This design comes from an exercise in tuning for small area, a short achievable clock period and few clock cycles per item on the open sky130 flow, not from production work. At most, simulation tests tie the RTL to the original design; equivalence was not proved. Power is estimated from default activity; no workload was simulated.

## try-juniper
==> flow/design.v <==
`default_nettype none
module byte_stream_find_replace #(
  parameter int MAX_PATTERN     = 16,
  parameter int MAX_REPLACEMENT = 16
) (
  input  wire logic        clk,
  input  wire logic        rst_n,
  input  wire logic        cfg_we,
  input  wire logic [2:0]  cfg_index,
  input  wire logic [63:0] cfg_wdata,
  input  wire logic        in_tvalid,
  output logic             in_tready,
  input  wire logic [7:0]  in_tdata,
  input  wire logic        in_tlast,
  output logic             out_tvalid,
  input  wire logic        out_tready,
  output logic [7:0]       out_tdata,
  output logic             out_tuser,
  output logic             out_tlast
);
  localparam int DEPTH = 16;
  localparam int AW    = 4;
  logic         pzero_r;
  logic [3:0]   pm1_r;
  logic         rzero_r;
  logic [3:0]   rm1_r;
  logic [127:0] pat_r;
  logic [127:0] rep_r;
  logic [4:0]   wlen;
  logic         plen_we;
  assign wlen    = (cfg_wdata[4] && (cfg_wdata[3:0] != 4'd0)) ? 5'd16 : cfg_wdata[4:0];
  assign plen_we = cfg_we && (cfg_index == 3'd0);
  always_ff @(posedge clk) begin
    if (!rst_n) begin
      pzero_r <= 1'b1;
      pm1_r   <= '0;
      rzero_r <= 1'b1;
      rm1_r   <= '0;
      pat_r   <= '0;
      rep_r   <= '0;
    end else if (cfg_we) begin
      case (cfg_index)
        3'd0: begin pzero_r <= (wlen == 5'd0); pm1_r <= 4'(wlen - 5'd1); end
        3'd1: pat_r[63:0]   <= cfg_wdata;
        3'd2: pat_r[127:64] <= cfg_wdata;
        3'd3: begin rzero_r <= (wlen == 5'd0); rm1_r <= 4'(wlen - 5'd1); end
        3'd4: rep_r[63:0]   <= cfg_wdata;
        3'd5: rep_r[127:64] <= cfg_wdata;
        default: ;
      endcase
    end
  end
  logic        rdy_r;
  logic        v1_r;
  logic [7:0]  b1_r;
  logic        l1_r;
  logic [15:0] eq_in;
  logic        v1_nxt;
  always_comb begin
    for (int k = 0; k < 16; k++) begin
      eq_in[k] = (in_tdata == pat_r[8*k +: 8]);
    end
  end
  logic [15:0] pm_oh;
  logic [15:0] rm_oh;
  always_comb begin
    for (int k = 0; k < 16; k++) begin
      pm_oh[k] = !pzero_r && (pm1_r == 4'(k));
      rm_oh[k] = (rm1_r == 4'(k));
    end
  end
  assign in_tready = rdy_r;
  assign v1_nxt    = rdy_r ? in_tvalid : v1_r;
  always_ff @(posedge clk) begin
    if (!rst_n) begin
      v1_r <= 1'b0;
    end else begin
      v1_r <= v1_nxt;
    end
  end
  logic [9:0]    mem_r [DEPTH];    
  logic [AW:0]   wr_ptr_r;
  logic [AW:0]   c_ptr_r;
  logic [AW:0]   rd_ptr_r;
  logic [AW:0]   wr_nxt;
  logic [AW:0]   c_nxt;
  logic [3:0]    w_r;
  logic [3:0]    w_nxt;
  logic [15:0]   dn_r;            
  logic [15:0]   d_base;          
  logic [15:0]   d_in;
  logic          m_r;             
  logic          full_r;          
  logic          go;
  logic          match;
  logic          commit_all;
  logic          wr_rep;
  logic          nf_nxt;
  assign go         = v1_r && rdy_r;
  assign match      = m_r;
  assign commit_all = l1_r || pzero_r;
  assign wr_rep     = !rzero_r || l1_r;
  assign d_in       = {d_base[14:0], 1'b1} & eq_in;
  logic eqp_in;
  logic pfx_base;
  assign eqp_in   = |(eq_in & pm_oh);
  assign pfx_base = |({d_base[14:0], 1'b1} & pm_oh);
  always_ff @(posedge clk) begin
    if (rdy_r) begin
      m_r   <= eqp_in && pfx_base;
      b1_r  <= in_tdata;
      l1_r  <= in_tlast;
    end
  end
  always_comb begin
    wr_nxt = wr_ptr_r;
    c_nxt  = c_ptr_r;
    w_nxt  = w_r;
    d_base = dn_r;
    if (plen_we) begin
      wr_nxt = c_ptr_r;
      w_nxt  = '0;
      d_base = '0;
    end else if (go) begin
      if (match) begin
        c_nxt  = c_ptr_r + (wr_rep ? 1'b1 : 1'b0);
        wr_nxt = c_ptr_r + (wr_rep ? 1'b1 : 1'b0);
        w_nxt  = '0;
        d_base = '0;
      end else if (commit_all) begin
        c_nxt  = wr_ptr_r + 1'b1;
        wr_nxt = wr_ptr_r + 1'b1;
        w_nxt  = '0;
        d_base = '0;
      end else if (full_r) begin
        c_nxt  = c_ptr_r + 1'b1;
        wr_nxt = wr_ptr_r + 1'b1;
      end else begin
        wr_nxt = wr_ptr_r + 1'b1;
        w_nxt  = w_r + 1'b1;
      end
    end
  end
  assign nf_nxt = !((wr_nxt[AW-1:0] == rd_ptr_r[AW-1:0]) && (wr_nxt[AW] != rd_ptr_r[AW]));
  always_ff @(posedge clk) begin
    if (!rst_n) begin
      rdy_r    <= 1'b1;
      wr_ptr_r <= '0;
      c_ptr_r  <= '0;
      w_r      <= '0;
      dn_r     <= '0;
      full_r   <= 1'b0;
    end else begin
      rdy_r    <= !v1_nxt || nf_nxt;
      wr_ptr_r <= wr_nxt;
      c_ptr_r  <= c_nxt;
      w_r      <= w_nxt;
      dn_r     <= (rdy_r && in_tvalid) ? d_in : d_base;
      full_r   <= (w_nxt == pm1_r);
    end
  end
  always_ff @(posedge clk) begin
    for (int i = 0; i < DEPTH; i++) begin
      if (go && (match ? (wr_rep && (c_ptr_r[AW-1:0] == AW'(i)))
                       : (wr_ptr_r[AW-1:0] == AW'(i)))) begin
        mem_r[i] <= {match, l1_r, b1_r};
      end
    end
  end
  logic [9:0]  head;
  logic [7:0]  repb;
  logic        h_valid;
  logic        h_rep;
  logic        load;
  logic        step;
  logic        fin;
  logic [15:0] rd_oh_r;
  logic [15:0] ix_oh_r;
  logic [15:0] ix_oh_nxt;
  logic        idxl_r;             
  logic        ovalid_r;
  logic [7:0]  odata_r;
  logic        ouser_r;
  logic        olast_r;
  always_comb begin
    head = '0;
    repb = '0;
    for (int i = 0; i < DEPTH; i++) begin
      head = head | (mem_r[i] & {10{rd_oh_r[i]}});
      repb = repb | (rep_r[8*i +: 8] & {8{ix_oh_r[i]}});
    end
  end
  assign h_rep     = head[9];
  assign h_valid   = (rd_ptr_r != c_ptr_r);
  assign load      = !ovalid_r || out_tready;
  assign step      = load && h_valid;
  assign fin       = !h_rep || rzero_r || idxl_r;
  assign ix_oh_nxt = !step ? ix_oh_r : (fin ? 16'd1 : {ix_oh_r[14:0], 1'b0});
  always_ff @(posedge clk) begin
    if (!rst_n) begin
      ovalid_r <= 1'b0;
      rd_ptr_r <= '0;
      rd_oh_r  <= 16'd1;
      ix_oh_r  <= 16'd1;
      idxl_r   <= 1'b0;
    end else begin
      if (load) begin
        ovalid_r <= h_valid;
      end
      if (step && fin) begin
        rd_ptr_r <= rd_ptr_r + 1'b1;
        rd_oh_r  <= {rd_oh_r[14:0], rd_oh_r[15]};
      end
      ix_oh_r <= ix_oh_nxt;
      idxl_r  <= |(ix_oh_nxt & rm_oh);
    end
  end
  always_ff @(posedge clk) begin
    if (step) begin
      odata_r <= !h_rep ? head[7:0] : (rzero_r ? 8'd0 : repb);
      ouser_r <= !(h_rep && rzero_r);
      olast_r <= head[8] && fin;
    end
  end
  assign out_tvalid = ovalid_r;
  assign out_tdata  = odata_r;
  assign out_tuser  = ouser_r;
  assign out_tlast  = olast_r;
endmodule
`default_nettype wire
export LEC_CHECK = 0
export CAP_MARGIN = 20
export CORE_MARGIN = 2
export CORE_UTILIZATION = 60
export SETUP_SLACK_MARGIN = 4.0
export SLEW_MARGIN = 20
create_clock -name core_clock -period 6.5 [get_ports {clk}]
standard.sh (not shown) runs the stock make flow with config.mk's settings and CLKGATE_MAP_FILE= SYNTH_SCRIPT=/design/flow/synth_recipe.tcl, a recipe that flattens the netlist after the stock synthesis.
==> flow/flow/run.sh <==
#!/bin/bash
# Standard layout, with two changes: the clock tree uses no dummy loads, and
# ports are buffered with buf_2 cells. The make output goes to make.log here;
# each ORFS step keeps its own log under orfs/logs.
set -euo pipefail
export CTS_ARGS="-sink_clustering_enable -repair_clock_nets -dont_use_dummy_load -sink_clustering_size 24 -sink_clustering_max_diameter 80"
export BUFFER_PORTS_ARGS="-buffer_cell sky130_fd_sc_hd__buf_2"
bash standard.sh finish > make.log 2>&1
Testbench counts of try-juniper, summed over its fixed seeds: cycles 95,180, items 28,800.
Input-level comparison between try-onyx and try-juniper:
--- a/flow/design.v
+++ b/flow/design.v
@@ -61,13 +61,11 @@
       eq_in[k] = (in_tdata == pat_r[8*k +: 8]);
     end
   end
   logic [15:0] pm_oh;
-  logic [15:0] rm_oh;
   always_comb begin
     for (int k = 0; k < 16; k++) begin
       pm_oh[k] = !pzero_r && (pm1_r == 4'(k));
-      rm_oh[k] = (rm1_r == 4'(k));
     end
   end
   assign in_tready = rdy_r;
   assign v1_nxt    = rdy_r ? in_tvalid : v1_r;
@@ -174,35 +172,34 @@
   logic        load;
   logic        step;
   logic        fin;
   logic [15:0] rd_oh_r;
-  logic [15:0] ix_oh_r;
-  logic [15:0] ix_oh_nxt;
+  logic [3:0]  idx_r;
+  logic [3:0]  idx_nxt;
   logic        idxl_r;             
   logic        ovalid_r;
   logic [7:0]  odata_r;
   logic        ouser_r;
   logic        olast_r;
   always_comb begin
     head = '0;
-    repb = '0;
     for (int i = 0; i < DEPTH; i++) begin
       head = head | (mem_r[i] & {10{rd_oh_r[i]}});
-      repb = repb | (rep_r[8*i +: 8] & {8{ix_oh_r[i]}});
-    end
-  end
+    end
+  end
+  assign repb      = rep_r[8*idx_r +: 8];
   assign h_rep     = head[9];
   assign h_valid   = (rd_ptr_r != c_ptr_r);
   assign load      = !ovalid_r || out_tready;
   assign step      = load && h_valid;
   assign fin       = !h_rep || rzero_r || idxl_r;
-  assign ix_oh_nxt = !step ? ix_oh_r : (fin ? 16'd1 : {ix_oh_r[14:0], 1'b0});
+  assign idx_nxt   = !step ? idx_r : (fin ? 4'd0 : idx_r + 4'd1);
   always_ff @(posedge clk) begin
     if (!rst_n) begin
       ovalid_r <= 1'b0;
       rd_ptr_r <= '0;
       rd_oh_r  <= 16'd1;
-      ix_oh_r  <= 16'd1;
+      idx_r    <= '0;
       idxl_r   <= 1'b0;
     end else begin
       if (load) begin
         ovalid_r <= h_valid;
@@ -210,10 +207,10 @@
       if (step && fin) begin
         rd_ptr_r <= rd_ptr_r + 1'b1;
         rd_oh_r  <= {rd_oh_r[14:0], rd_oh_r[15]};
       end
-      ix_oh_r <= ix_oh_nxt;
-      idxl_r  <= |(ix_oh_nxt & rm_oh);
+      idx_r   <= idx_nxt;
+      idxl_r  <= (idx_nxt == rm1_r);
     end
   end
   always_ff @(posedge clk) begin
     if (step) begin
Notes after the runs:
- NOTE: overall routing resource usage in try-onyx falls short of that of try-juniper
- The non-clock buffer count in try-onyx is 1.07 times that in try-juniper.
- Diff try-onyx..try-juniper | total count of hold-check failures in the final report | unchanged
- On design internal power, the lower figure sits with try-onyx, not try-juniper.
- Looking only at total power consumption of the routed design, and setting everything else aside, the higher value of try-onyx and try-juniper goes to try-juniper.
- The synthesized cell count reported for try-onyx is smaller than that of try-juniper by 3.2%.
- Compared with try-juniper, try-onyx shows peak supply drop that has gone up by more than 10%.
- Compared with try-juniper, try-onyx has extra setup slack.
- Comparing try-onyx and try-juniper, the lower number of signal-net inverters in the final layout was measured on try-onyx.
- Looking at part of the power in registers, try-onyx sits 0.2 points above try-juniper.
- Per the comparison of try-onyx with try-juniper, number of fill cells in the layout went up by 0.54%, worst hold margin was more or less identical.
No functional check of the RTL was part of try-onyx.

-- separate check: timing with driven ports --
Ports are ideal in the flow. The routed layouts listed here were re-timed in OpenROAD.
Step 1 assumes that a clkbuf_16 drives the clock port and a buf_2 every other input.
Step 2, shift: input delay + t, output delay - t, t = (earliest + latest rising clock arrival at the registers) / 2. This alone moves slack from input paths to output paths.
a / b / c = ideal ports / drivers / drivers and shift; a / b = the first two.
run | t (ns) | setup WS [ns] | worst hold slack (ns) | worst setup path at the end
try-juniper | 0.624 | 3.991 / 3.976 / 3.373 | 0.458 / 0.458 / 0.458 | input to register
try-onyx | 0.619 | 4.032 / 3.987 / 3.447 | 0.459 / 0.459 / 0.459 | input to register
After both steps every run listed still meets setup and hold. For try-juniper, which loses most, drivers alone change the setup slack by -0.015 ns; drivers and shift together by -0.618 ns.
